Context: an optimization exercise on an open-source flow, tuned for small area, a short achievable clock period and few clock cycles per item. The choices shown serve that exercise and are no tape-out recipe. In this exercise RTL edits were held to simulation tests only and were not proved equivalent to the original.

==> flow/design.v <==
module sys_matmul_stream #(
  parameter int N      = 3,
  parameter int DW     = 8,
  parameter int ACC_W  = 2*DW + $clog2(N),
  parameter int SIGNED = 0
) (
  input  logic             CLK,
  input  logic             rst_n,
  input  logic             vld_in,
  output logic             rdy_in,
  input  logic [DW-1:0]    a,
  input  logic [DW-1:0]    b,
  input  logic             keep,
  output logic             vld_out,
  input  logic             rdy_out,
  output logic [ACC_W-1:0] c,
  output logic             last_out,
  output logic             busy,
  output logic [1:0]       dbg_state
);
  logic [3:0] ph;           
  logic [3:0] lb;           
  logic       lpar;         
  logic       lkeep;        
  logic       have_prev;    
  logic       cact;         
  logic       cfull;        
  logic [3:0] cp;           
  logic       cpar;
  logic       ckeep;
  logic [4:0] outst;        
  logic [3:0] op;           
  logic       av, bv;       
  logic       akeep;
  logic       r_rdy, r_vld, r_last, r_busy, r_dbg0;
  logic [DW-1:0] a_q, b_q;
  logic          v_q, wpar_q;
  logic [DW-1:0] A00, A01, A02, A11, A12, A21, A22;
  logic [DW-1:0] A10 [2];
  logic [DW-1:0] A20 [2];
  logic [DW-1:0] B10, B11, B12, B20, B21, B22;
  logic [DW-1:0] B00 [2];
  logic [DW-1:0] B01 [2];
  logic [DW-1:0] B02 [2];
  logic [ACC_W-1:0] L [9];
  function automatic logic [3:0] inc9(input logic [3:0] x);
    inc9 = (x == 4'd8) ? 4'd0 : x + 4'd1;
  endfunction
  function automatic logic [3:0] elem_at(input logic [3:0] p);
    elem_at = (p >= 4'd7) ? p - 4'd7 : p + 4'd2;
  endfunction
  logic hs_in, hs_out;
  assign hs_in  = vld_in && r_rdy;
  assign hs_out = r_vld && rdy_out;
  logic [3:0] e_m;
  assign e_m = elem_at(ph);
  logic m_ready, m_fire;
  always_comb begin
    case (e_m)
      4'd0:                m_ready = 1'b1;
      4'd1, 4'd3, 4'd4:    m_ready = cfull || (lb == 4'd8);
      default:             m_ready = cfull;
    endcase
  end
  assign m_fire = cact && (cp == e_m) && m_ready && (outst <= 5'd8);
  logic [3:0] ph_n, lb_n, cp_n, op_n;
  logic       lpar_n, lkeep_n, have_prev_n, cact_n, cfull_n, cpar_n, ckeep_n;
  logic [4:0] outst_n;
  logic       vld_n, rdy_n;
  logic       idle;
  logic [3:0] lastuse;
  assign idle = (lb == 4'd0) && !cact && (outst == 5'd0) && !hs_in;
  always_comb begin
    ph_n        = (!have_prev && idle) ? 4'd0 : inc9(ph);
    lb_n        = hs_in ? ((lb == 4'd8) ? 4'd0 : lb + 4'd1) : lb;
    lpar_n      = lpar ^ (hs_in && (lb == 4'd8));
    lkeep_n     = (hs_in && (lb == 4'd0)) ? (keep && have_prev) : lkeep;
    have_prev_n = have_prev || (hs_in && (lb == 4'd8));
    cact_n      = cact;
    cp_n        = cp;
    cfull_n     = cfull;
    cpar_n      = cpar;
    ckeep_n     = ckeep;
    if (m_fire) begin
      cp_n = cp + 4'd1;
      if (cp == 4'd8) cact_n = 1'b0;
    end
    if (hs_in && (lb == 4'd6)) begin
      cact_n  = 1'b1;
      cp_n    = 4'd0;
      cfull_n = 1'b0;
      cpar_n  = lpar;
      ckeep_n = lkeep;
    end
    if (hs_in && (lb == 4'd8)) cfull_n = 1'b1;
    outst_n = outst + {4'd0, m_fire} - {4'd0, hs_out};
    op_n    = hs_out ? inc9(op) : op;
    vld_n   = (ph_n == inc9(op_n)) && (outst_n > {4'd0, m_fire} + {4'd0, av}) &&
              !(cact_n && !cfull_n && (outst_n == {1'b0, cp_n}));
    case (lb_n)
      4'd0:          lastuse = 4'd2;
      4'd3, 4'd6:    lastuse = 4'd6;
      4'd4, 4'd7:    lastuse = 4'd7;
      4'd5, 4'd8:    lastuse = 4'd8;
      default:       lastuse = 4'd15;    
    endcase
    rdy_n   = (ph_n == lb_n) &&
              (!cact_n || !cfull_n || (lastuse == 4'd15) || (cp_n > lastuse) ||
               ((cp_n == elem_at(ph_n)) && ({1'b0, outst_n} <= {2'b0, cp_n} + 6'd8 - {2'b0, lastuse})));
  end
  always_ff @(posedge CLK) begin
    if (!rst_n) begin
      ph        <= '0;
      lb        <= '0;
      lpar      <= 1'b0;
      lkeep     <= 1'b0;
      have_prev <= 1'b0;
      cact      <= 1'b0;
      cfull     <= 1'b0;
      cp        <= '0;
      cpar      <= 1'b0;
      ckeep     <= 1'b0;
      outst     <= '0;
      op        <= '0;
      av        <= 1'b0;
      bv        <= 1'b0;
      akeep     <= 1'b0;
      v_q       <= 1'b0;
      r_rdy     <= 1'b1;
      r_vld     <= 1'b0;
      r_last    <= 1'b0;
      r_busy    <= 1'b0;
      r_dbg0    <= 1'b0;
    end else begin
      ph        <= ph_n;
      lb        <= lb_n;
      lpar      <= lpar_n;
      lkeep     <= lkeep_n;
      have_prev <= have_prev_n;
      cact      <= cact_n;
      cfull     <= cfull_n;
      cp        <= cp_n;
      cpar      <= cpar_n;
      ckeep     <= ckeep_n;
      outst     <= outst_n;
      op        <= op_n;
      av        <= m_fire;
      bv        <= av;
      akeep     <= ckeep;
      v_q       <= hs_in;
      r_rdy     <= rdy_n;
      r_vld     <= vld_n;
      r_last    <= vld_n && (op_n == 4'd8);
      r_busy    <= (lb_n != 4'd0) || cact_n || (outst_n != 5'd0);
      r_dbg0    <= !rdy_n && !vld_n;
    end
  end
  logic [3:0] k_q;    
  assign k_q = (ph == 4'd0) ? 4'd8 : ph - 4'd1;
  always_ff @(posedge CLK) begin
    a_q    <= a;
    b_q    <= b;
    wpar_q <= lpar;
    if (v_q) begin
      case (k_q)
        4'd0: begin A00 <= a_q;         B00[wpar_q] <= b_q; end
        4'd1: begin A10[wpar_q] <= a_q; B01[wpar_q] <= b_q; end
        4'd2: begin A20[wpar_q] <= a_q; B02[wpar_q] <= b_q; end
        4'd3: begin A01 <= a_q;         B10 <= b_q; end
        4'd4: begin A11 <= a_q;         B11 <= b_q; end
        4'd5: begin A21 <= a_q;         B12 <= b_q; end
        4'd6: begin A02 <= a_q;         B20 <= b_q; end
        4'd7: begin A12 <= a_q;         B21 <= b_q; end
        default: begin A22 <= a_q;      B22 <= b_q; end
      endcase
    end
  end
  logic [1:0] rr, ss;
  always_comb begin
    case (e_m)
      4'd0: begin rr = 2'd0; ss = 2'd0; end
      4'd1: begin rr = 2'd0; ss = 2'd1; end
      4'd2: begin rr = 2'd0; ss = 2'd2; end
      4'd3: begin rr = 2'd1; ss = 2'd0; end
      4'd4: begin rr = 2'd1; ss = 2'd1; end
      4'd5: begin rr = 2'd1; ss = 2'd2; end
      4'd6: begin rr = 2'd2; ss = 2'd0; end
      4'd7: begin rr = 2'd2; ss = 2'd1; end
      default: begin rr = 2'd2; ss = 2'd2; end
    endcase
  end
  logic [DW-1:0] x0, x1, x2, y0, y1, y2;
  logic fwd_a, fwd_b;
  assign fwd_a = v_q && (ph == 4'd7);
  assign fwd_b = v_q && ((ph == 4'd7) || (ph == 4'd8) || (ph == 4'd0));
  always_comb begin
    case (rr)
      2'd0:    begin x0 = A00;       x1 = A01; x2 = A02; end
      2'd1:    begin x0 = A10[cpar]; x1 = A11; x2 = A12; end
      default: begin x0 = A20[cpar]; x1 = A21; x2 = A22; end
    endcase
    if (fwd_a) x2 = a_q;
    case (ss)
      2'd0:    begin y0 = B00[cpar]; y1 = B10; y2 = B20; end
      2'd1:    begin y0 = B01[cpar]; y1 = B11; y2 = B21; end
      default: begin y0 = B02[cpar]; y1 = B12; y2 = B22; end
    endcase
    if (fwd_b) y2 = b_q;
  end
  logic [DW-1:0] X0, X1, X2, Y0, Y1, Y2;
  always_ff @(posedge CLK) begin
    X0 <= x0; X1 <= x1; X2 <= x2;
    Y0 <= y0; Y1 <= y1; Y2 <= y2;
  end
  logic [DW-1:0] pp0 [DW];
  logic [DW-1:0] pp1 [DW];
  logic [DW-1:0] pp2 [DW];
  logic [ACC_W-1:0] cpm;
  always_comb begin
    for (int i = 0; i < DW; i++) begin
      pp0[i] = X0[i] ? Y0 : '0;
      pp1[i] = X1[i] ? Y1 : '0;
      pp2[i] = X2[i] ? Y2 : '0;
    end
    cpm = akeep ? L[7] : '0;
  end
  logic [ACC_W-1:0] sum_r0, sum_r1;
  logic [3:0] ra0;
  logic [5:0] ra1;
  logic [5:0] ra2;
  logic [5:0] ra3;
  logic [5:0] ra4;
  logic [5:0] ra5;
  logic [5:0] ra6;
  logic [5:0] ra7;
  logic [5:0] ra8;
  logic [5:0] ra9;
  logic [5:0] ra10;
  logic [5:0] ra11;
  logic [5:0] ra12;
  logic [5:0] ra13;
  logic [5:0] ra14;
  logic [1:0] ra15;
  logic [0:0] ra16;
  logic [0:0] ra17;
  logic tas1;
  logic tac2;
  logic tas3;
  logic tac4;
  logic tas5;
  logic tac6;
  logic tas7;
  logic tac8;
  logic tas9;
  logic tac10;
  logic tas11;
  logic tac12;
  logic tas13;
  logic tac14;
  logic tas15;
  logic tac16;
  logic tas17;
  logic tac18;
  logic tas19;
  logic tac20;
  logic tas21;
  logic tac22;
  logic tas23;
  logic tac24;
  logic tas25;
  logic tac26;
  logic tas27;
  logic tac28;
  logic tas29;
  logic tac30;
  logic tas31;
  logic tac32;
  logic tas33;
  logic tac34;
  logic tas35;
  logic tac36;
  logic tas37;
  logic tac38;
  logic tas39;
  logic tac40;
  logic tas41;
  logic tac42;
  logic tas43;
  logic tac44;
  logic tas45;
  logic tac46;
  logic tas47;
  logic tac48;
  logic tas49;
  logic tac50;
  logic tas51;
  logic tac52;
  logic tas53;
  logic tac54;
  logic tas55;
  logic tac56;
  logic tas57;
  logic tac58;
  logic tas59;
  logic tac60;
  logic tas61;
  logic tac62;
  logic tas63;
  logic tac64;
  logic tas65;
  logic tac66;
  logic tas67;
  logic tac68;
  logic tas69;
  logic tac70;
  logic tas71;
  logic tac72;
  logic tas73;
  logic tac74;
  logic tas75;
  logic tac76;
  logic tas77;
  logic tac78;
  logic tas79;
  logic tac80;
  logic tas81;
  logic tac82;
  logic tas83;
  logic tac84;
  logic tas85;
  logic tac86;
  logic tas87;
  logic tac88;
  logic tas89;
  logic tac90;
  logic tas91;
  logic tac92;
  logic tas93;
  logic tac94;
  logic tas95;
  logic tac96;
  logic tas97;
  logic tac98;
  logic tas99;
  logic tac100;
  logic tas101;
  logic tac102;
  logic tas103;
  logic tac104;
  logic tas105;
  logic tac106;
  logic tas107;
  logic tac108;
  logic tas109;
  logic tac110;
  logic tas111;
  logic tac112;
  logic tas113;
  logic tac114;
  logic tas115;
  logic tac116;
  logic tas117;
  logic tac118;
  logic tas119;
  logic tac120;
  logic tas121;
  logic tac122;
  logic tas123;
  logic tac124;
  logic tas125;
  logic tac126;
  logic tas127;
  logic tac128;
  logic tas129;
  logic tac130;
  logic tas131;
  logic tac132;
  logic tas133;
  logic tac134;
  logic tas135;
  logic tac136;
  logic tas137;
  logic tac138;
  logic tas139;
  logic tac140;
  logic tas141;
  logic tac142;
  logic tas143;
  logic tac144;
  logic tas145;
  logic tac146;
  logic tas147;
  logic tac148;
  logic tas149;
  logic tac150;
  logic tas151;
  logic tac152;
  logic tas153;
  logic tac154;
  logic tas155;
  logic tac156;
  logic tas157;
  logic tac158;
  logic tas159;
  logic tac160;
  logic tas161;
  logic tac162;
  logic tas163;
  logic tac164;
  logic tas165;
  logic tac166;
  logic tas167;
  logic tac168;
  logic tas169;
  logic tac170;
  logic tas171;
  logic tac172;
  logic tas173;
  logic tac174;
  logic tas175;
  logic tac176;
  logic tas177;
  logic tac178;
  logic tas179;
  logic tac180;
  logic tas181;
  logic tac182;
  logic tas183;
  logic tac184;
  logic tas185;
  logic tac186;
  logic tas187;
  logic tac188;
  logic tas189;
  logic tac190;
  logic tas191;
  logic tac192;
  logic tas193;
  logic tac194;
  logic tas195;
  logic tac196;
  logic tas197;
  logic tac198;
  logic tas199;
  logic tac200;
  logic tas201;
  logic tac202;
  logic tas203;
  logic tac204;
  logic tas205;
  logic tac206;
  logic tas207;
  logic tac208;
  logic tas209;
  logic tac210;
  logic tas211;
  logic tac212;
  logic tas213;
  logic tac214;
  logic tas215;
  logic tac216;
  logic tas217;
  logic tac218;
  logic tas219;
  logic tac220;
  logic tas221;
  logic tac222;
  logic tas223;
  logic tac224;
  logic tas225;
  logic tac226;
  logic tas227;
  logic tac228;
  logic tas229;
  logic tac230;
  logic tas231;
  logic tac232;
  logic tas233;
  logic tac234;
  logic tas235;
  logic tac236;
  logic tas237;
  logic tac238;
  logic tas239;
  logic tac240;
  logic tas241;
  logic tac242;
  logic tas243;
  logic tac244;
  logic tas245;
  logic tac246;
  logic tas247;
  logic tac248;
  logic tas249;
  logic tac250;
  logic tas251;
  logic tac252;
  logic tas253;
  logic tac254;
  logic tas255;
  logic tac256;
  logic tbs257;
  logic tbc258;
  logic tbs259;
  logic tbc260;
  logic tbs261;
  logic tbc262;
  logic tbs263;
  logic tbc264;
  logic tbs265;
  logic tbc266;
  logic tbs267;
  logic tbc268;
  logic tbs269;
  logic tbc270;
  logic tbs271;
  logic tbc272;
  logic tbs273;
  logic tbc274;
  logic tbs275;
  logic tbc276;
  logic tbs277;
  logic tbc278;
  logic tbs279;
  logic tbc280;
  logic tbs281;
  logic tbc282;
  logic tbs283;
  logic tbc284;
  logic tbs285;
  logic tbc286;
  logic tbs287;
  logic tbc288;
  logic tbs289;
  logic tbc290;
  logic tbs291;
  logic tbc292;
  logic tbs293;
  logic tbc294;
  logic tbs295;
  logic tbc296;
  logic tbs297;
  logic tbc298;
  logic tbs299;
  logic tbc300;
  logic tbs301;
  logic tbc302;
  logic tbs303;
  logic tbc304;
  logic tbs305;
  logic tbc306;
  logic tbs307;
  logic tbc308;
  logic tbs309;
  logic tbc310;
  logic tbs311;
  logic tbc312;
  logic tbs313;
  logic tbc314;
  logic tbs315;
  logic tbc316;
  logic tbs317;
  logic tbc318;
  logic tbs319;
  logic tbc320;
  logic tbs321;
  logic tbc322;
  logic tbs323;
  logic tbc324;
  logic tbs325;
  logic tbc326;
  logic tbs327;
  logic tbc328;
  logic tbs329;
  logic tbc330;
  logic tbs331;
  logic tbc332;
  logic tbs333;
  logic tbc334;
  logic tbs335;
  logic tbc336;
  logic tbs337;
  logic tbc338;
  logic tbs339;
  logic tbc340;
  logic tbs341;
  logic tbc342;
  logic tbs343;
  logic tbc344;
  logic tbs345;
  logic tbc346;
  logic tbs347;
  logic tbc348;
  logic tbs349;
  logic tbc350;
  logic tbs351;
  logic tbc352;
  logic tbs353;
  logic tbc354;
  logic tbs355;
  logic tbc356;
  logic tbs357;
  logic tbc358;
  logic tbs359;
  logic tbc360;
  logic tbs361;
  logic tbc362;
  logic tbs363;
  logic tbc364;
  logic tbs365;
  logic tbc366;
  logic tbs367;
  logic tbc368;
  logic tbs369;
  logic tbc370;
  logic tbs371;
  logic tbc372;
  logic tbs373;
  logic tbc374;
  logic tbs375;
  logic tbc376;
  assign tas1 = pp0[0][6] ^ pp0[1][5] ^ pp0[2][4];
  assign tac2 = (pp0[0][6] & pp0[1][5]) | (pp0[0][6] & pp0[2][4]) | (pp0[1][5] & pp0[2][4]);
  assign tas3 = pp0[3][3] ^ pp0[4][2];
  assign tac4 = pp0[3][3] & pp0[4][2];
  assign tas5 = pp0[0][7] ^ pp0[1][6] ^ pp0[2][5];
  assign tac6 = (pp0[0][7] & pp0[1][6]) | (pp0[0][7] & pp0[2][5]) | (pp0[1][6] & pp0[2][5]);
  assign tas7 = pp0[3][4] ^ pp0[4][3] ^ pp0[5][2];
  assign tac8 = (pp0[3][4] & pp0[4][3]) | (pp0[3][4] & pp0[5][2]) | (pp0[4][3] & pp0[5][2]);
  assign tas9 = pp0[6][1] ^ pp0[7][0] ^ pp1[0][7];
  assign tac10 = (pp0[6][1] & pp0[7][0]) | (pp0[6][1] & pp1[0][7]) | (pp0[7][0] & pp1[0][7]);
  assign tas11 = pp1[1][6] ^ pp1[2][5] ^ pp1[3][4];
  assign tac12 = (pp1[1][6] & pp1[2][5]) | (pp1[1][6] & pp1[3][4]) | (pp1[2][5] & pp1[3][4]);
  assign tas13 = pp0[1][7] ^ pp0[2][6] ^ pp0[3][5];
  assign tac14 = (pp0[1][7] & pp0[2][6]) | (pp0[1][7] & pp0[3][5]) | (pp0[2][6] & pp0[3][5]);
  assign tas15 = pp0[4][4] ^ pp0[5][3] ^ pp0[6][2];
  assign tac16 = (pp0[4][4] & pp0[5][3]) | (pp0[4][4] & pp0[6][2]) | (pp0[5][3] & pp0[6][2]);
  assign tas17 = pp0[7][1] ^ pp1[1][7] ^ pp1[2][6];
  assign tac18 = (pp0[7][1] & pp1[1][7]) | (pp0[7][1] & pp1[2][6]) | (pp1[1][7] & pp1[2][6]);
  assign tas19 = pp1[3][5] ^ pp1[4][4];
  assign tac20 = pp1[3][5] & pp1[4][4];
  assign tas21 = pp0[2][7] ^ pp0[3][6] ^ pp0[4][5];
  assign tac22 = (pp0[2][7] & pp0[3][6]) | (pp0[2][7] & pp0[4][5]) | (pp0[3][6] & pp0[4][5]);
  assign tas23 = pp0[5][4] ^ pp0[6][3] ^ pp0[7][2];
  assign tac24 = (pp0[5][4] & pp0[6][3]) | (pp0[5][4] & pp0[7][2]) | (pp0[6][3] & pp0[7][2]);
  assign tas25 = pp0[0][4] ^ pp0[1][3] ^ pp0[2][2];
  assign tac26 = (pp0[0][4] & pp0[1][3]) | (pp0[0][4] & pp0[2][2]) | (pp0[1][3] & pp0[2][2]);
  assign tas27 = pp0[3][1] ^ pp0[4][0];
  assign tac28 = pp0[3][1] & pp0[4][0];
  assign tas29 = pp0[0][5] ^ pp0[1][4] ^ pp0[2][3];
  assign tac30 = (pp0[0][5] & pp0[1][4]) | (pp0[0][5] & pp0[2][3]) | (pp0[1][4] & pp0[2][3]);
  assign tas31 = pp0[3][2] ^ pp0[4][1] ^ pp0[5][0];
  assign tac32 = (pp0[3][2] & pp0[4][1]) | (pp0[3][2] & pp0[5][0]) | (pp0[4][1] & pp0[5][0]);
  assign tas33 = pp1[0][5] ^ pp1[1][4] ^ pp1[2][3];
  assign tac34 = (pp1[0][5] & pp1[1][4]) | (pp1[0][5] & pp1[2][3]) | (pp1[1][4] & pp1[2][3]);
  assign tas35 = pp1[3][2] ^ pp1[4][1] ^ pp1[5][0];
  assign tac36 = (pp1[3][2] & pp1[4][1]) | (pp1[3][2] & pp1[5][0]) | (pp1[4][1] & pp1[5][0]);
  assign tas37 = pp0[5][1] ^ pp0[6][0] ^ pp1[0][6];
  assign tac38 = (pp0[5][1] & pp0[6][0]) | (pp0[5][1] & pp1[0][6]) | (pp0[6][0] & pp1[0][6]);
  assign tas39 = pp1[1][5] ^ pp1[2][4] ^ pp1[3][3];
  assign tac40 = (pp1[1][5] & pp1[2][4]) | (pp1[1][5] & pp1[3][3]) | (pp1[2][4] & pp1[3][3]);
  assign tas41 = pp1[4][2] ^ pp1[5][1] ^ pp1[6][0];
  assign tac42 = (pp1[4][2] & pp1[5][1]) | (pp1[4][2] & pp1[6][0]) | (pp1[5][1] & pp1[6][0]);
  assign tas43 = pp2[0][6] ^ pp2[1][5] ^ pp2[2][4];
  assign tac44 = (pp2[0][6] & pp2[1][5]) | (pp2[0][6] & pp2[2][4]) | (pp2[1][5] & pp2[2][4]);
  assign tas45 = pp2[3][3] ^ pp2[4][2] ^ pp2[5][1];
  assign tac46 = (pp2[3][3] & pp2[4][2]) | (pp2[3][3] & pp2[5][1]) | (pp2[4][2] & pp2[5][1]);
  assign tas47 = pp1[4][3] ^ pp1[5][2] ^ pp1[6][1];
  assign tac48 = (pp1[4][3] & pp1[5][2]) | (pp1[4][3] & pp1[6][1]) | (pp1[5][2] & pp1[6][1]);
  assign tas49 = pp1[7][0] ^ pp2[0][7] ^ pp2[1][6];
  assign tac50 = (pp1[7][0] & pp2[0][7]) | (pp1[7][0] & pp2[1][6]) | (pp2[0][7] & pp2[1][6]);
  assign tas51 = pp2[2][5] ^ pp2[3][4] ^ pp2[4][3];
  assign tac52 = (pp2[2][5] & pp2[3][4]) | (pp2[2][5] & pp2[4][3]) | (pp2[3][4] & pp2[4][3]);
  assign tas53 = pp2[5][2] ^ pp2[6][1] ^ pp2[7][0];
  assign tac54 = (pp2[5][2] & pp2[6][1]) | (pp2[5][2] & pp2[7][0]) | (pp2[6][1] & pp2[7][0]);
  assign tas55 = cpm[7] ^ tas5 ^ tas7;
  assign tac56 = (cpm[7] & tas5) | (cpm[7] & tas7) | (tas5 & tas7);
  assign tas57 = tas9 ^ tas11;
  assign tac58 = tas9 & tas11;
  assign tas59 = pp1[5][3] ^ pp1[6][2] ^ pp1[7][1];
  assign tac60 = (pp1[5][3] & pp1[6][2]) | (pp1[5][3] & pp1[7][1]) | (pp1[6][2] & pp1[7][1]);
  assign tas61 = pp2[1][7] ^ pp2[2][6] ^ pp2[3][5];
  assign tac62 = (pp2[1][7] & pp2[2][6]) | (pp2[1][7] & pp2[3][5]) | (pp2[2][6] & pp2[3][5]);
  assign tas63 = pp2[4][4] ^ pp2[5][3] ^ pp2[6][2];
  assign tac64 = (pp2[4][4] & pp2[5][3]) | (pp2[4][4] & pp2[6][2]) | (pp2[5][3] & pp2[6][2]);
  assign tas65 = pp2[7][1] ^ cpm[8] ^ tas13;
  assign tac66 = (pp2[7][1] & cpm[8]) | (pp2[7][1] & tas13) | (cpm[8] & tas13);
  assign tas67 = tas15 ^ tas17 ^ tas19;
  assign tac68 = (tas15 & tas17) | (tas15 & tas19) | (tas17 & tas19);
  assign tas69 = tac6 ^ tac8 ^ tac10;
  assign tac70 = (tac6 & tac8) | (tac6 & tac10) | (tac8 & tac10);
  assign tas71 = pp1[2][7] ^ pp1[3][6] ^ pp1[4][5];
  assign tac72 = (pp1[2][7] & pp1[3][6]) | (pp1[2][7] & pp1[4][5]) | (pp1[3][6] & pp1[4][5]);
  assign tas73 = pp1[5][4] ^ pp1[6][3] ^ pp1[7][2];
  assign tac74 = (pp1[5][4] & pp1[6][3]) | (pp1[5][4] & pp1[7][2]) | (pp1[6][3] & pp1[7][2]);
  assign tas75 = pp2[2][7] ^ pp2[3][6] ^ pp2[4][5];
  assign tac76 = (pp2[2][7] & pp2[3][6]) | (pp2[2][7] & pp2[4][5]) | (pp2[3][6] & pp2[4][5]);
  assign tas77 = pp2[5][4] ^ pp2[6][3] ^ pp2[7][2];
  assign tac78 = (pp2[5][4] & pp2[6][3]) | (pp2[5][4] & pp2[7][2]) | (pp2[6][3] & pp2[7][2]);
  assign tas79 = cpm[9] ^ tas21 ^ tas23;
  assign tac80 = (cpm[9] & tas21) | (cpm[9] & tas23) | (tas21 & tas23);
  assign tas81 = tac14 ^ tac16 ^ tac18;
  assign tac82 = (tac14 & tac16) | (tac14 & tac18) | (tac16 & tac18);
  assign tas83 = pp0[3][7] ^ pp0[4][6] ^ pp0[5][5];
  assign tac84 = (pp0[3][7] & pp0[4][6]) | (pp0[3][7] & pp0[5][5]) | (pp0[4][6] & pp0[5][5]);
  assign tas85 = pp0[6][4] ^ pp0[7][3] ^ pp1[3][7];
  assign tac86 = (pp0[6][4] & pp0[7][3]) | (pp0[6][4] & pp1[3][7]) | (pp0[7][3] & pp1[3][7]);
  assign tas87 = pp1[4][6] ^ pp1[5][5] ^ pp1[6][4];
  assign tac88 = (pp1[4][6] & pp1[5][5]) | (pp1[4][6] & pp1[6][4]) | (pp1[5][5] & pp1[6][4]);
  assign tas89 = pp1[7][3] ^ pp2[3][7] ^ pp2[4][6];
  assign tac90 = (pp1[7][3] & pp2[3][7]) | (pp1[7][3] & pp2[4][6]) | (pp2[3][7] & pp2[4][6]);
  assign tas91 = pp2[5][5] ^ pp2[6][4] ^ pp2[7][3];
  assign tac92 = (pp2[5][5] & pp2[6][4]) | (pp2[5][5] & pp2[7][3]) | (pp2[6][4] & pp2[7][3]);
  assign tas93 = cpm[10] ^ tac22;
  assign tac94 = cpm[10] & tac22;
  assign tas95 = pp0[4][7] ^ pp0[5][6] ^ pp0[6][5];
  assign tac96 = (pp0[4][7] & pp0[5][6]) | (pp0[4][7] & pp0[6][5]) | (pp0[5][6] & pp0[6][5]);
  assign tas97 = pp0[7][4] ^ pp1[4][7] ^ pp1[5][6];
  assign tac98 = (pp0[7][4] & pp1[4][7]) | (pp0[7][4] & pp1[5][6]) | (pp1[4][7] & pp1[5][6]);
  assign tas99 = pp1[6][5] ^ pp1[7][4] ^ pp2[4][7];
  assign tac100 = (pp1[6][5] & pp1[7][4]) | (pp1[6][5] & pp2[4][7]) | (pp1[7][4] & pp2[4][7]);
  assign tas101 = pp0[0][2] ^ pp0[1][1];
  assign tac102 = pp0[0][2] & pp0[1][1];
  assign tas103 = pp0[0][3] ^ pp0[1][2] ^ pp0[2][1];
  assign tac104 = (pp0[0][3] & pp0[1][2]) | (pp0[0][3] & pp0[2][1]) | (pp0[1][2] & pp0[2][1]);
  assign tas105 = pp0[3][0] ^ pp1[0][3] ^ pp1[1][2];
  assign tac106 = (pp0[3][0] & pp1[0][3]) | (pp0[3][0] & pp1[1][2]) | (pp1[0][3] & pp1[1][2]);
  assign tas107 = pp1[2][1] ^ pp1[3][0];
  assign tac108 = pp1[2][1] & pp1[3][0];
  assign tas109 = pp1[0][4] ^ pp1[1][3] ^ pp1[2][2];
  assign tac110 = (pp1[0][4] & pp1[1][3]) | (pp1[0][4] & pp1[2][2]) | (pp1[1][3] & pp1[2][2]);
  assign tas111 = pp1[3][1] ^ pp1[4][0] ^ pp2[0][4];
  assign tac112 = (pp1[3][1] & pp1[4][0]) | (pp1[3][1] & pp2[0][4]) | (pp1[4][0] & pp2[0][4]);
  assign tas113 = pp2[1][3] ^ pp2[2][2] ^ pp2[3][1];
  assign tac114 = (pp2[1][3] & pp2[2][2]) | (pp2[1][3] & pp2[3][1]) | (pp2[2][2] & pp2[3][1]);
  assign tas115 = pp2[4][0] ^ cpm[4];
  assign tac116 = pp2[4][0] & cpm[4];
  assign tas117 = pp2[0][5] ^ pp2[1][4] ^ pp2[2][3];
  assign tac118 = (pp2[0][5] & pp2[1][4]) | (pp2[0][5] & pp2[2][3]) | (pp2[1][4] & pp2[2][3]);
  assign tas119 = pp2[3][2] ^ pp2[4][1] ^ pp2[5][0];
  assign tac120 = (pp2[3][2] & pp2[4][1]) | (pp2[3][2] & pp2[5][0]) | (pp2[4][1] & pp2[5][0]);
  assign tas121 = cpm[5] ^ tas29 ^ tas31;
  assign tac122 = (cpm[5] & tas29) | (cpm[5] & tas31) | (tas29 & tas31);
  assign tas123 = tas33 ^ tas35 ^ tac26;
  assign tac124 = (tas33 & tas35) | (tas33 & tac26) | (tas35 & tac26);
  assign tas125 = pp2[6][0] ^ cpm[6] ^ tas1;
  assign tac126 = (pp2[6][0] & cpm[6]) | (pp2[6][0] & tas1) | (cpm[6] & tas1);
  assign tas127 = tas3 ^ tas37 ^ tas39;
  assign tac128 = (tas3 & tas37) | (tas3 & tas39) | (tas37 & tas39);
  assign tas129 = tas41 ^ tas43 ^ tas45;
  assign tac130 = (tas41 & tas43) | (tas41 & tas45) | (tas43 & tas45);
  assign tas131 = tac30 ^ tac32 ^ tac34;
  assign tac132 = (tac30 & tac32) | (tac30 & tac34) | (tac32 & tac34);
  assign tas133 = tac2 ^ tac4 ^ tas47;
  assign tac134 = (tac2 & tac4) | (tac2 & tas47) | (tac4 & tas47);
  assign tas135 = tas49 ^ tas51 ^ tas53;
  assign tac136 = (tas49 & tas51) | (tas49 & tas53) | (tas51 & tas53);
  assign tas137 = tas55 ^ tas57 ^ tac38;
  assign tac138 = (tas55 & tas57) | (tas55 & tac38) | (tas57 & tac38);
  assign tas139 = tac40 ^ tac42 ^ tac44;
  assign tac140 = (tac40 & tac42) | (tac40 & tac44) | (tac42 & tac44);
  assign tas141 = tac12 ^ tas59 ^ tas61;
  assign tac142 = (tac12 & tas59) | (tac12 & tas61) | (tas59 & tas61);
  assign tas143 = tas63 ^ tas65 ^ tas67;
  assign tac144 = (tas63 & tas65) | (tas63 & tas67) | (tas65 & tas67);
  assign tas145 = tas69 ^ tac48 ^ tac50;
  assign tac146 = (tas69 & tac48) | (tas69 & tac50) | (tac48 & tac50);
  assign tas147 = tac52 ^ tac54 ^ tac56;
  assign tac148 = (tac52 & tac54) | (tac52 & tac56) | (tac54 & tac56);
  assign tas149 = tac20 ^ tas71 ^ tas73;
  assign tac150 = (tac20 & tas71) | (tac20 & tas73) | (tas71 & tas73);
  assign tas151 = tas75 ^ tas77 ^ tas79;
  assign tac152 = (tas75 & tas77) | (tas75 & tas79) | (tas77 & tas79);
  assign tas153 = tas81 ^ tac60 ^ tac62;
  assign tac154 = (tas81 & tac60) | (tas81 & tac62) | (tac60 & tac62);
  assign tas155 = tac64 ^ tac66 ^ tac68;
  assign tac156 = (tac64 & tac66) | (tac64 & tac68) | (tac66 & tac68);
  assign tas157 = tac24 ^ tas83 ^ tas85;
  assign tac158 = (tac24 & tas83) | (tac24 & tas85) | (tas83 & tas85);
  assign tas159 = tas87 ^ tas89 ^ tas91;
  assign tac160 = (tas87 & tas89) | (tas87 & tas91) | (tas89 & tas91);
  assign tas161 = tas93 ^ tac72 ^ tac74;
  assign tac162 = (tas93 & tac72) | (tas93 & tac74) | (tac72 & tac74);
  assign tas163 = tac76 ^ tac78 ^ tac80;
  assign tac164 = (tac76 & tac78) | (tac76 & tac80) | (tac78 & tac80);
  assign tas165 = pp2[5][6] ^ pp2[6][5] ^ pp2[7][4];
  assign tac166 = (pp2[5][6] & pp2[6][5]) | (pp2[5][6] & pp2[7][4]) | (pp2[6][5] & pp2[7][4]);
  assign tas167 = cpm[11] ^ tas95 ^ tas97;
  assign tac168 = (cpm[11] & tas95) | (cpm[11] & tas97) | (tas95 & tas97);
  assign tas169 = tas99 ^ tac84 ^ tac86;
  assign tac170 = (tas99 & tac84) | (tas99 & tac86) | (tac84 & tac86);
  assign tas171 = tac88 ^ tac90 ^ tac92;
  assign tac172 = (tac88 & tac90) | (tac88 & tac92) | (tac90 & tac92);
  assign tas173 = pp0[5][7] ^ pp0[6][6] ^ pp0[7][5];
  assign tac174 = (pp0[5][7] & pp0[6][6]) | (pp0[5][7] & pp0[7][5]) | (pp0[6][6] & pp0[7][5]);
  assign tas175 = pp1[5][7] ^ pp1[6][6] ^ pp1[7][5];
  assign tac176 = (pp1[5][7] & pp1[6][6]) | (pp1[5][7] & pp1[7][5]) | (pp1[6][6] & pp1[7][5]);
  assign tas177 = pp2[5][7] ^ pp2[6][6] ^ pp2[7][5];
  assign tac178 = (pp2[5][7] & pp2[6][6]) | (pp2[5][7] & pp2[7][5]) | (pp2[6][6] & pp2[7][5]);
  assign tas179 = cpm[12] ^ tac96 ^ tac98;
  assign tac180 = (cpm[12] & tac96) | (cpm[12] & tac98) | (tac96 & tac98);
  assign tas181 = pp0[6][7] ^ pp0[7][6] ^ pp1[6][7];
  assign tac182 = (pp0[6][7] & pp0[7][6]) | (pp0[6][7] & pp1[6][7]) | (pp0[7][6] & pp1[6][7]);
  assign tas183 = pp0[0][1] ^ pp0[1][0];
  assign tac184 = pp0[0][1] & pp0[1][0];
  assign tas185 = pp0[2][0] ^ pp1[0][2] ^ pp1[1][1];
  assign tac186 = (pp0[2][0] & pp1[0][2]) | (pp0[2][0] & pp1[1][1]) | (pp1[0][2] & pp1[1][1]);
  assign tas187 = pp1[2][0] ^ pp2[0][2] ^ pp2[1][1];
  assign tac188 = (pp1[2][0] & pp2[0][2]) | (pp1[2][0] & pp2[1][1]) | (pp2[0][2] & pp2[1][1]);
  assign tas189 = pp2[0][3] ^ pp2[1][2] ^ pp2[2][1];
  assign tac190 = (pp2[0][3] & pp2[1][2]) | (pp2[0][3] & pp2[2][1]) | (pp2[1][2] & pp2[2][1]);
  assign tas191 = pp2[3][0] ^ cpm[3] ^ tas103;
  assign tac192 = (pp2[3][0] & cpm[3]) | (pp2[3][0] & tas103) | (cpm[3] & tas103);
  assign tas193 = tas105 ^ tas107;
  assign tac194 = tas105 & tas107;
  assign tas195 = tas25 ^ tas27 ^ tas109;
  assign tac196 = (tas25 & tas27) | (tas25 & tas109) | (tas27 & tas109);
  assign tas197 = tas111 ^ tas113 ^ tas115;
  assign tac198 = (tas111 & tas113) | (tas111 & tas115) | (tas113 & tas115);
  assign tas199 = tac104 ^ tac106 ^ tac108;
  assign tac200 = (tac104 & tac106) | (tac104 & tac108) | (tac106 & tac108);
  assign tas201 = tac28 ^ tas117 ^ tas119;
  assign tac202 = (tac28 & tas117) | (tac28 & tas119) | (tas117 & tas119);
  assign tas203 = tas121 ^ tas123 ^ tac110;
  assign tac204 = (tas121 & tas123) | (tas121 & tac110) | (tas123 & tac110);
  assign tas205 = tac112 ^ tac114 ^ tac116;
  assign tac206 = (tac112 & tac114) | (tac112 & tac116) | (tac114 & tac116);
  assign tas207 = tac36 ^ tas125 ^ tas127;
  assign tac208 = (tac36 & tas125) | (tac36 & tas127) | (tas125 & tas127);
  assign tas209 = tas129 ^ tas131 ^ tac118;
  assign tac210 = (tas129 & tas131) | (tas129 & tac118) | (tas131 & tac118);
  assign tas211 = tac120 ^ tac122 ^ tac124;
  assign tac212 = (tac120 & tac122) | (tac120 & tac124) | (tac122 & tac124);
  assign tas213 = tac46 ^ tas133 ^ tas135;
  assign tac214 = (tac46 & tas133) | (tac46 & tas135) | (tas133 & tas135);
  assign tas215 = tas137 ^ tas139 ^ tac126;
  assign tac216 = (tas137 & tas139) | (tas137 & tac126) | (tas139 & tac126);
  assign tas217 = tac128 ^ tac130 ^ tac132;
  assign tac218 = (tac128 & tac130) | (tac128 & tac132) | (tac130 & tac132);
  assign tas219 = tac58 ^ tas141 ^ tas143;
  assign tac220 = (tac58 & tas141) | (tac58 & tas143) | (tas141 & tas143);
  assign tas221 = tas145 ^ tas147 ^ tac134;
  assign tac222 = (tas145 & tas147) | (tas145 & tac134) | (tas147 & tac134);
  assign tas223 = tac136 ^ tac138 ^ tac140;
  assign tac224 = (tac136 & tac138) | (tac136 & tac140) | (tac138 & tac140);
  assign tas225 = tac70 ^ tas149 ^ tas151;
  assign tac226 = (tac70 & tas149) | (tac70 & tas151) | (tas149 & tas151);
  assign tas227 = tas153 ^ tas155 ^ tac142;
  assign tac228 = (tas153 & tas155) | (tas153 & tac142) | (tas155 & tac142);
  assign tas229 = tac144 ^ tac146 ^ tac148;
  assign tac230 = (tac144 & tac146) | (tac144 & tac148) | (tac146 & tac148);
  assign tas231 = tac82 ^ tas157 ^ tas159;
  assign tac232 = (tac82 & tas157) | (tac82 & tas159) | (tas157 & tas159);
  assign tas233 = tas161 ^ tas163 ^ tac150;
  assign tac234 = (tas161 & tas163) | (tas161 & tac150) | (tas163 & tac150);
  assign tas235 = tac152 ^ tac154 ^ tac156;
  assign tac236 = (tac152 & tac154) | (tac152 & tac156) | (tac154 & tac156);
  assign tas237 = tac94 ^ tas165 ^ tas167;
  assign tac238 = (tac94 & tas165) | (tac94 & tas167) | (tas165 & tas167);
  assign tas239 = tas169 ^ tas171 ^ tac158;
  assign tac240 = (tas169 & tas171) | (tas169 & tac158) | (tas171 & tac158);
  assign tas241 = tac160 ^ tac162 ^ tac164;
  assign tac242 = (tac160 & tac162) | (tac160 & tac164) | (tac162 & tac164);
  assign tas243 = tac100 ^ tas173 ^ tas175;
  assign tac244 = (tac100 & tas173) | (tac100 & tas175) | (tas173 & tas175);
  assign tas245 = tas177 ^ tas179 ^ tac166;
  assign tac246 = (tas177 & tas179) | (tas177 & tac166) | (tas179 & tac166);
  assign tas247 = tac168 ^ tac170 ^ tac172;
  assign tac248 = (tac168 & tac170) | (tac168 & tac172) | (tac170 & tac172);
  assign tas249 = pp1[7][6] ^ pp2[6][7] ^ pp2[7][6];
  assign tac250 = (pp1[7][6] & pp2[6][7]) | (pp1[7][6] & pp2[7][6]) | (pp2[6][7] & pp2[7][6]);
  assign tas251 = cpm[13] ^ tas181 ^ tac174;
  assign tac252 = (cpm[13] & tas181) | (cpm[13] & tac174) | (tas181 & tac174);
  assign tas253 = tac176 ^ tac178 ^ tac180;
  assign tac254 = (tac176 & tac178) | (tac176 & tac180) | (tac178 & tac180);
  assign tas255 = pp0[7][7] ^ pp1[7][7] ^ pp2[7][7];
  assign tac256 = (pp0[7][7] & pp1[7][7]) | (pp0[7][7] & pp2[7][7]) | (pp1[7][7] & pp2[7][7]);
  always_ff @(posedge CLK) begin
    ra0 <= {cpm[0], pp2[0][0], pp1[0][0], pp0[0][0]};
    ra1 <= {tas183, cpm[1], pp2[1][0], pp2[0][1], pp1[1][0], pp1[0][1]};
    ra2 <= {tac184, tas187, tas185, tas101, cpm[2], pp2[2][0]};
    ra3 <= {tac188, tac186, tas193, tas191, tas189, tac102};
    ra4 <= {tac194, tac192, tac190, tas199, tas197, tas195};
    ra5 <= {tac200, tac198, tac196, tas205, tas203, tas201};
    ra6 <= {tac206, tac204, tac202, tas211, tas209, tas207};
    ra7 <= {tac212, tac210, tac208, tas217, tas215, tas213};
    ra8 <= {tac218, tac216, tac214, tas223, tas221, tas219};
    ra9 <= {tac224, tac222, tac220, tas229, tas227, tas225};
    ra10 <= {tac230, tac228, tac226, tas235, tas233, tas231};
    ra11 <= {tac236, tac234, tac232, tas241, tas239, tas237};
    ra12 <= {tac242, tac240, tac238, tas247, tas245, tas243};
    ra13 <= {tac248, tac246, tac244, tas253, tas251, tas249};
    ra14 <= {tac254, tac252, tac250, tas255, tac182, cpm[14]};
    ra15 <= {tac256, cpm[15]};
    ra16 <= {cpm[16]};
    ra17 <= {cpm[17]};
  end
  assign tbs257 = ra1[0] ^ ra1[1] ^ ra1[2];
  assign tbc258 = (ra1[0] & ra1[1]) | (ra1[0] & ra1[2]) | (ra1[1] & ra1[2]);
  assign tbs259 = ra2[0] ^ ra2[1] ^ ra2[2];
  assign tbc260 = (ra2[0] & ra2[1]) | (ra2[0] & ra2[2]) | (ra2[1] & ra2[2]);
  assign tbs261 = ra2[3] ^ ra2[4];
  assign tbc262 = ra2[3] & ra2[4];
  assign tbs263 = ra3[0] ^ ra3[1] ^ ra3[2];
  assign tbc264 = (ra3[0] & ra3[1]) | (ra3[0] & ra3[2]) | (ra3[1] & ra3[2]);
  assign tbs265 = ra3[3] ^ ra3[4] ^ ra3[5];
  assign tbc266 = (ra3[3] & ra3[4]) | (ra3[3] & ra3[5]) | (ra3[4] & ra3[5]);
  assign tbs267 = ra4[0] ^ ra4[1] ^ ra4[2];
  assign tbc268 = (ra4[0] & ra4[1]) | (ra4[0] & ra4[2]) | (ra4[1] & ra4[2]);
  assign tbs269 = ra4[3] ^ ra4[4] ^ ra4[5];
  assign tbc270 = (ra4[3] & ra4[4]) | (ra4[3] & ra4[5]) | (ra4[4] & ra4[5]);
  assign tbs271 = ra5[0] ^ ra5[1] ^ ra5[2];
  assign tbc272 = (ra5[0] & ra5[1]) | (ra5[0] & ra5[2]) | (ra5[1] & ra5[2]);
  assign tbs273 = ra5[3] ^ ra5[4] ^ ra5[5];
  assign tbc274 = (ra5[3] & ra5[4]) | (ra5[3] & ra5[5]) | (ra5[4] & ra5[5]);
  assign tbs275 = ra6[0] ^ ra6[1] ^ ra6[2];
  assign tbc276 = (ra6[0] & ra6[1]) | (ra6[0] & ra6[2]) | (ra6[1] & ra6[2]);
  assign tbs277 = ra6[3] ^ ra6[4] ^ ra6[5];
  assign tbc278 = (ra6[3] & ra6[4]) | (ra6[3] & ra6[5]) | (ra6[4] & ra6[5]);
  assign tbs279 = ra7[0] ^ ra7[1] ^ ra7[2];
  assign tbc280 = (ra7[0] & ra7[1]) | (ra7[0] & ra7[2]) | (ra7[1] & ra7[2]);
  assign tbs281 = ra7[3] ^ ra7[4] ^ ra7[5];
  assign tbc282 = (ra7[3] & ra7[4]) | (ra7[3] & ra7[5]) | (ra7[4] & ra7[5]);
  assign tbs283 = ra8[0] ^ ra8[1] ^ ra8[2];
  assign tbc284 = (ra8[0] & ra8[1]) | (ra8[0] & ra8[2]) | (ra8[1] & ra8[2]);
  assign tbs285 = ra8[3] ^ ra8[4] ^ ra8[5];
  assign tbc286 = (ra8[3] & ra8[4]) | (ra8[3] & ra8[5]) | (ra8[4] & ra8[5]);
  assign tbs287 = ra9[0] ^ ra9[1] ^ ra9[2];
  assign tbc288 = (ra9[0] & ra9[1]) | (ra9[0] & ra9[2]) | (ra9[1] & ra9[2]);
  assign tbs289 = ra9[3] ^ ra9[4] ^ ra9[5];
  assign tbc290 = (ra9[3] & ra9[4]) | (ra9[3] & ra9[5]) | (ra9[4] & ra9[5]);
  assign tbs291 = ra10[0] ^ ra10[1] ^ ra10[2];
  assign tbc292 = (ra10[0] & ra10[1]) | (ra10[0] & ra10[2]) | (ra10[1] & ra10[2]);
  assign tbs293 = ra10[3] ^ ra10[4] ^ ra10[5];
  assign tbc294 = (ra10[3] & ra10[4]) | (ra10[3] & ra10[5]) | (ra10[4] & ra10[5]);
  assign tbs295 = ra11[0] ^ ra11[1] ^ ra11[2];
  assign tbc296 = (ra11[0] & ra11[1]) | (ra11[0] & ra11[2]) | (ra11[1] & ra11[2]);
  assign tbs297 = ra11[3] ^ ra11[4] ^ ra11[5];
  assign tbc298 = (ra11[3] & ra11[4]) | (ra11[3] & ra11[5]) | (ra11[4] & ra11[5]);
  assign tbs299 = ra12[0] ^ ra12[1] ^ ra12[2];
  assign tbc300 = (ra12[0] & ra12[1]) | (ra12[0] & ra12[2]) | (ra12[1] & ra12[2]);
  assign tbs301 = ra12[3] ^ ra12[4] ^ ra12[5];
  assign tbc302 = (ra12[3] & ra12[4]) | (ra12[3] & ra12[5]) | (ra12[4] & ra12[5]);
  assign tbs303 = ra13[0] ^ ra13[1] ^ ra13[2];
  assign tbc304 = (ra13[0] & ra13[1]) | (ra13[0] & ra13[2]) | (ra13[1] & ra13[2]);
  assign tbs305 = ra13[3] ^ ra13[4] ^ ra13[5];
  assign tbc306 = (ra13[3] & ra13[4]) | (ra13[3] & ra13[5]) | (ra13[4] & ra13[5]);
  assign tbs307 = ra14[0] ^ ra14[1] ^ ra14[2];
  assign tbc308 = (ra14[0] & ra14[1]) | (ra14[0] & ra14[2]) | (ra14[1] & ra14[2]);
  assign tbs309 = ra14[3] ^ ra14[4] ^ ra14[5];
  assign tbc310 = (ra14[3] & ra14[4]) | (ra14[3] & ra14[5]) | (ra14[4] & ra14[5]);
  assign tbs311 = ra0[0] ^ ra0[1];
  assign tbc312 = ra0[0] & ra0[1];
  assign tbs313 = ra1[3] ^ ra1[4] ^ ra1[5];
  assign tbc314 = (ra1[3] & ra1[4]) | (ra1[3] & ra1[5]) | (ra1[4] & ra1[5]);
  assign tbs315 = ra2[5] ^ tbs259 ^ tbs261;
  assign tbc316 = (ra2[5] & tbs259) | (ra2[5] & tbs261) | (tbs259 & tbs261);
  assign tbs317 = tbs263 ^ tbs265 ^ tbc260;
  assign tbc318 = (tbs263 & tbs265) | (tbs263 & tbc260) | (tbs265 & tbc260);
  assign tbs319 = tbs267 ^ tbs269 ^ tbc264;
  assign tbc320 = (tbs267 & tbs269) | (tbs267 & tbc264) | (tbs269 & tbc264);
  assign tbs321 = tbs271 ^ tbs273 ^ tbc268;
  assign tbc322 = (tbs271 & tbs273) | (tbs271 & tbc268) | (tbs273 & tbc268);
  assign tbs323 = tbs275 ^ tbs277 ^ tbc272;
  assign tbc324 = (tbs275 & tbs277) | (tbs275 & tbc272) | (tbs277 & tbc272);
  assign tbs325 = tbs279 ^ tbs281 ^ tbc276;
  assign tbc326 = (tbs279 & tbs281) | (tbs279 & tbc276) | (tbs281 & tbc276);
  assign tbs327 = tbs283 ^ tbs285 ^ tbc280;
  assign tbc328 = (tbs283 & tbs285) | (tbs283 & tbc280) | (tbs285 & tbc280);
  assign tbs329 = tbs287 ^ tbs289 ^ tbc284;
  assign tbc330 = (tbs287 & tbs289) | (tbs287 & tbc284) | (tbs289 & tbc284);
  assign tbs331 = tbs291 ^ tbs293 ^ tbc288;
  assign tbc332 = (tbs291 & tbs293) | (tbs291 & tbc288) | (tbs293 & tbc288);
  assign tbs333 = tbs295 ^ tbs297 ^ tbc292;
  assign tbc334 = (tbs295 & tbs297) | (tbs295 & tbc292) | (tbs297 & tbc292);
  assign tbs335 = tbs299 ^ tbs301 ^ tbc296;
  assign tbc336 = (tbs299 & tbs301) | (tbs299 & tbc296) | (tbs301 & tbc296);
  assign tbs337 = tbs303 ^ tbs305 ^ tbc300;
  assign tbc338 = (tbs303 & tbs305) | (tbs303 & tbc300) | (tbs305 & tbc300);
  assign tbs339 = tbs307 ^ tbs309 ^ tbc304;
  assign tbc340 = (tbs307 & tbs309) | (tbs307 & tbc304) | (tbs309 & tbc304);
  assign tbs341 = ra15[0] ^ ra15[1] ^ tbc308;
  assign tbc342 = (ra15[0] & ra15[1]) | (ra15[0] & tbc308) | (ra15[1] & tbc308);
  assign tbs343 = ra0[2] ^ ra0[3];
  assign tbc344 = ra0[2] & ra0[3];
  assign tbs345 = tbs257 ^ tbs313 ^ tbc312;
  assign tbc346 = (tbs257 & tbs313) | (tbs257 & tbc312) | (tbs313 & tbc312);
  assign tbs347 = tbc258 ^ tbs315 ^ tbc314;
  assign tbc348 = (tbc258 & tbs315) | (tbc258 & tbc314) | (tbs315 & tbc314);
  assign tbs349 = tbc262 ^ tbs317 ^ tbc316;
  assign tbc350 = (tbc262 & tbs317) | (tbc262 & tbc316) | (tbs317 & tbc316);
  assign tbs351 = tbc266 ^ tbs319 ^ tbc318;
  assign tbc352 = (tbc266 & tbs319) | (tbc266 & tbc318) | (tbs319 & tbc318);
  assign tbs353 = tbc270 ^ tbs321 ^ tbc320;
  assign tbc354 = (tbc270 & tbs321) | (tbc270 & tbc320) | (tbs321 & tbc320);
  assign tbs355 = tbc274 ^ tbs323 ^ tbc322;
  assign tbc356 = (tbc274 & tbs323) | (tbc274 & tbc322) | (tbs323 & tbc322);
  assign tbs357 = tbc278 ^ tbs325 ^ tbc324;
  assign tbc358 = (tbc278 & tbs325) | (tbc278 & tbc324) | (tbs325 & tbc324);
  assign tbs359 = tbc282 ^ tbs327 ^ tbc326;
  assign tbc360 = (tbc282 & tbs327) | (tbc282 & tbc326) | (tbs327 & tbc326);
  assign tbs361 = tbc286 ^ tbs329 ^ tbc328;
  assign tbc362 = (tbc286 & tbs329) | (tbc286 & tbc328) | (tbs329 & tbc328);
  assign tbs363 = tbc290 ^ tbs331 ^ tbc330;
  assign tbc364 = (tbc290 & tbs331) | (tbc290 & tbc330) | (tbs331 & tbc330);
  assign tbs365 = tbc294 ^ tbs333 ^ tbc332;
  assign tbc366 = (tbc294 & tbs333) | (tbc294 & tbc332) | (tbs333 & tbc332);
  assign tbs367 = tbc298 ^ tbs335 ^ tbc334;
  assign tbc368 = (tbc298 & tbs335) | (tbc298 & tbc334) | (tbs335 & tbc334);
  assign tbs369 = tbc302 ^ tbs337 ^ tbc336;
  assign tbc370 = (tbc302 & tbs337) | (tbc302 & tbc336) | (tbs337 & tbc336);
  assign tbs371 = tbc306 ^ tbs339 ^ tbc338;
  assign tbc372 = (tbc306 & tbs339) | (tbc306 & tbc338) | (tbs339 & tbc338);
  assign tbs373 = tbc310 ^ tbs341 ^ tbc340;
  assign tbc374 = (tbc310 & tbs341) | (tbc310 & tbc340) | (tbs341 & tbc340);
  assign tbs375 = ra16[0] ^ tbc342;
  assign tbc376 = ra16[0] & tbc342;
  assign sum_r0 = {ra17[0], tbs375, tbs373, tbs371, tbs369, tbs367, tbs365, tbs363, tbs361, tbs359, tbs357, tbs355, tbs353, tbs351, tbs349, tbs347, tbs345, tbs311};
  assign sum_r1 = {tbc376, tbc374, tbc372, tbc370, tbc368, tbc366, tbc364, tbc362, tbc360, tbc358, tbc356, tbc354, tbc352, tbc350, tbc348, tbc346, tbc344, tbs343};
  always_ff @(posedge CLK) begin
    L[0] <= bv ? (sum_r0 + sum_r1) : L[8];
    for (int i = 1; i < 9; i++) L[i] <= L[i-1];
  end
  assign rdy_in    = r_rdy;
  assign vld_out   = r_vld;
  assign last_out  = r_last;
  assign busy      = r_busy;
  assign dbg_state = {r_vld, r_dbg0};
  assign c         = r_vld ? L[0] : '0;
endmodule
==> flow/run.sh <==
#!/bin/bash
# synth_recipe.tcl (not shown) runs the flow's synth.tcl, then flattens the netlist and writes it again
# the make line also repeats each setting of config.mk as NAME=value (left out here)
make -C /OpenROAD-flow-scripts/flow DESIGN_CONFIG=/design/flow/config.mk WORK_HOME=/design/flow/orfs CLKGATE_MAP_FILE= SYNTH_SCRIPT=/design/flow/synth_recipe.tcl finish
==> flow/config.mk <==
export PLATFORM = sky130hd
export DESIGN_NAME = sys_matmul_stream
export DESIGN_NICKNAME = sys_matmul_stream
export VERILOG_FILES = /design/flow/design.v
export SDC_FILE = /design/flow/constraint.sdc
export NUM_CORES = 4
export LEC_CHECK = 0
export CAP_MARGIN = 20
export CORE_MARGIN = 2
export CORE_UTILIZATION = 40
export SLEW_MARGIN = 20
==> flow/constraint.sdc <==
create_clock -name core_clock -period 8.0 [get_ports {CLK}]
set_input_delay 1.6000 -clock core_clock [delete_from_list [all_inputs] [get_ports {CLK}]]
set_output_delay 1.6000 -clock core_clock [all_outputs]
set_load 0.01 [all_outputs]
==> flow_summary.ini <==
[run_status]
status = no timing/DRC/antenna violations

[floorplan]
start_util = 0.403
num_rows = 88
dieArea_sq_um = 59800
io-pin-count = 45
die_w_um = 245
fp.dieH_um = 245
coreArea_sq_um = 57500

[cells_and_area]
final_area_sq_um = 26400
drive_above_1_share = 0.0777
layout.nets = 2185
area_delta_synth_final_pct = 13.8
finalNonFillerCells = 2723

[cts]
cts_hold_buf = 0
cts-buffers-inserted = 54
clockBufferDepth = 3
h-tree-depth = 2
clk-insertion-delay-late_ns = 0.61
cts.sinks = 541
path_clk_slew_ns = 0.06
root_buffer = clkbuf_16
cts_tree = yes
postCtsSetupBuffers = 0
ctsResizeCount = 0

[yosys]
yosysWarnings = 5
synth_top_area_frac = 0.309
synthArstFlopShare = 0
synth_seq_area_share = 0.547
synthesis.nets = 2109
ys_seq_elements = 541
synth.most_common_cell = dfxtp_1
synth_area_sq_um = 23200
synthFlopType = dfxtp_1
synth_commonest_cells = dfxtp_1 (357), inv_1 (233), and2_1 (189), edfxtp_1 (184), fa_1 (179)
synth_area_per_cell_sq_um = 12.6
synth-edff-count = 184
synthTopCellsByArea = dfxtp_1 (31%), edfxtp_1 (24%), fa_1 (15%), and2_1 (5.1%), ha_1 (3.9%)
synth_cells = 1837
synth_cell_types = 76
synth_top_area_cell = dfxtp_1

[worst_setup_path]
crit_fanout = 17
crit_required_ns = 8.51
worstPathCellList = inv_1, ha_1, and3_1, nor4_1, nand4_1, nor2_1, inv_1, ha_1, inv_1, ha_1, fa_1, a21oi_1, o21bai_1, xor2_1, inv_1, ha_1, and4_1, a221oi_1, nor2b_1, a21oi_1, o41ai_2, and2_1
cp.arrival_ns = 6.46
critPathKind = flop to flop
cp_slowest_cell = dfxtp_1
path_buf_inv = 4
start_kind = flop
cp_top_family = adder cells
slowest_delay_ns = 0.75
endpoint_kind = flop

[global_routing]
overflow = 0
grt_max_degree = 41
antenna_found_initial = 1
grt_pass1_wl_mm = 76.8
grt_pass1_vias = 13829
grt_use_total = 0.164

[detailed_routing]
routed_via_density = 4.83
drt_first_pass_iters = 5
drc_errors = 0
vias = 13162
ant_nets = 0
wl_per_cell_um = 17.5
initialDrtViolationCount = 945
wl_mm = 47.7

[place]
dp_hpwl_mm = 35.0
dp.cells = 2622
place.gp.congestion = 0.908
pre_cts_ws_ns = 1.65
post_dp_cell_area_sq_um = 24500
port_buffers = 44

[timing]
fin_tns_setup_ns = 0
skew_ns = 0.0249
max_freq_ghz = 0.168
fin_ws_ns = 2.05
period_share = 0.744
fin_crit_ns = 5.95
rsz0062_at_grt = no
setup_viol = 0
slew-limit-headroom = 0.224
timing_worst_slew_pin_value_ns = 1.14
finalHoldViolations = 0
slew_viol_final = 0

[run]
cap_violations = 0

[min_path]
hp-class = flop to flop
==> stage by stage <==
| step | utilization | hold slack, ns |
|---|---|---|
| final | 0.459 | 0.324 |
| after global routing | 0.458 | 0.329 |
| after CTS | 0.458 | 0.325 |
| after detailed placement | 0.426 | 0.312 |
| after global placement | 0.426 | 0.311 |
| after floorplan | - | 0.310 |
==> final cells by class <==
class	count	area [sq um]
Timing Repair Buffer	53	505
Sequential cell	541	12700
Tap cell	765	957
Fill cell	5229	31100
Multi-Input combinational cell	1029	9500
Clock inverter	22	285
Antenna cell	1	2.50
Clock buffer	78	1550
Inverter	234	878
==> routing by layer <==
layer | routed length (um) | up-vias | track usage | share of wire
met4 | 1280 | 0 | 0.0543 | 0.027
met5 | 0 | - | 0 | 0
met1 | 23000 | 6572 | 0.233 | 0.48
met2 | 21600 | 257 | 0.257 | 0.45
li1 | - | 6247 | - | -
met3 | 1780 | 86 | 0.0241 | 0.037
==> placed cells by master, fill, tap and decap left out, types with 4 or more instances in the layout <==
cell type	synthesis	final
clkinvlp_4	0	8
xnor2_1	28	28
a22o_1	9	9
and2_1	189	189
clkbuf_16	0	55
bufinv_16	0	4
buf_4	3	8
nor3_1	18	16
mux2i_1	29	29
xor2_1	16	16
a21oi_1	64	63
o21ai_0	26	26
mux2_2	32	32
clkbuf_1	26	13
o221ai_1	7	7
a31oi_1	5	5
o21bai_1	5	5
nor2_1	72	69
nor3b_1	4	4
nor2b_1	11	11
nor4_1	4	4
ha_1	72	72
nand4_1	6	6
fa_1	179	179
nand2_1	115	115
a41oi_1	4	4
inv_1	233	233
o31ai_1	5	5
a222oi_1	16	16
clkdlybuf4s50_1	0	44
dfxtp_1	357	356
edfxtp_1	184	184
a22oi_1	19	19
o21a_1	5	5
a211oi_1	5	5
and3_1	7	7
nand3_1	11	11
clkinv_2	0	5
clkbuf_8	0	8
a21o_1	11	11
==> registers in the layout (all words and copies together) (netlist names), 16 cells and up, named ones only <==
signal,cells
B00,16
B02,16
B01,16
A20,16
L,162
A10,16
==> logic make-up after synthesis <==
kind of cell,count (synthesis),synth area share
AO/OA/AOI/OAI,214,0.0649
XOR/XNOR,46,0.0181
adder cells (fa/ha/maj),251,0.194
buffers and inverters,267,0.0438
flip-flops,541,0.547
multiplexers,63,0.0293
AND/OR/NAND/NOR,455,0.103
==> worst paths after layout <==
check                         from               end  slack (ns)  cells past startpoint
setup reg to reg  ph[0]$_SDFF_PN0_  r_rdy$_SDFF_PN1_        2.05                     22
hold / removal     L[3][4]$_DFF_P_   L[4][4]$_DFF_P_        0.32                      0
setup / recovery  ph[0]$_SDFF_PN0_  r_rdy$_SDFF_PN1_        2.05                     22
hold reg to reg    L[3][4]$_DFF_P_   L[4][4]$_DFF_P_        0.32                      0
Testbench counts, summed over its fixed seeds: cycles 14,480, items 1,600.

==> afterwards: timing with drivers on the ports <==
No port has a modelled driver above. Below, the same layout with a new extraction and two added sets of constraints. Step 1: set_driving_cell puts a clkbuf_16 on CLK and a buf_2 on each other input, an assumption about the parent block. Step 2 adds t to the input delays and takes it off the output delays; t is the mean of the earliest and latest rising clock arrival at the registers after step 1. Input paths then give back, and output paths get back, about the clock's delay inside the block. Three values: ideal ports, drivers, drivers and shift; two values: the first two.
shift t [ns]: 0.661
setup slack, ns: 2.050 / 2.050 / 1.631
hold slack, ns: 0.324 / 0.324 / 0.324
After both steps this run still meets setup and hold. The setup slack of this run moves by 0.000 ns with the drivers and by -0.419 ns with both steps.
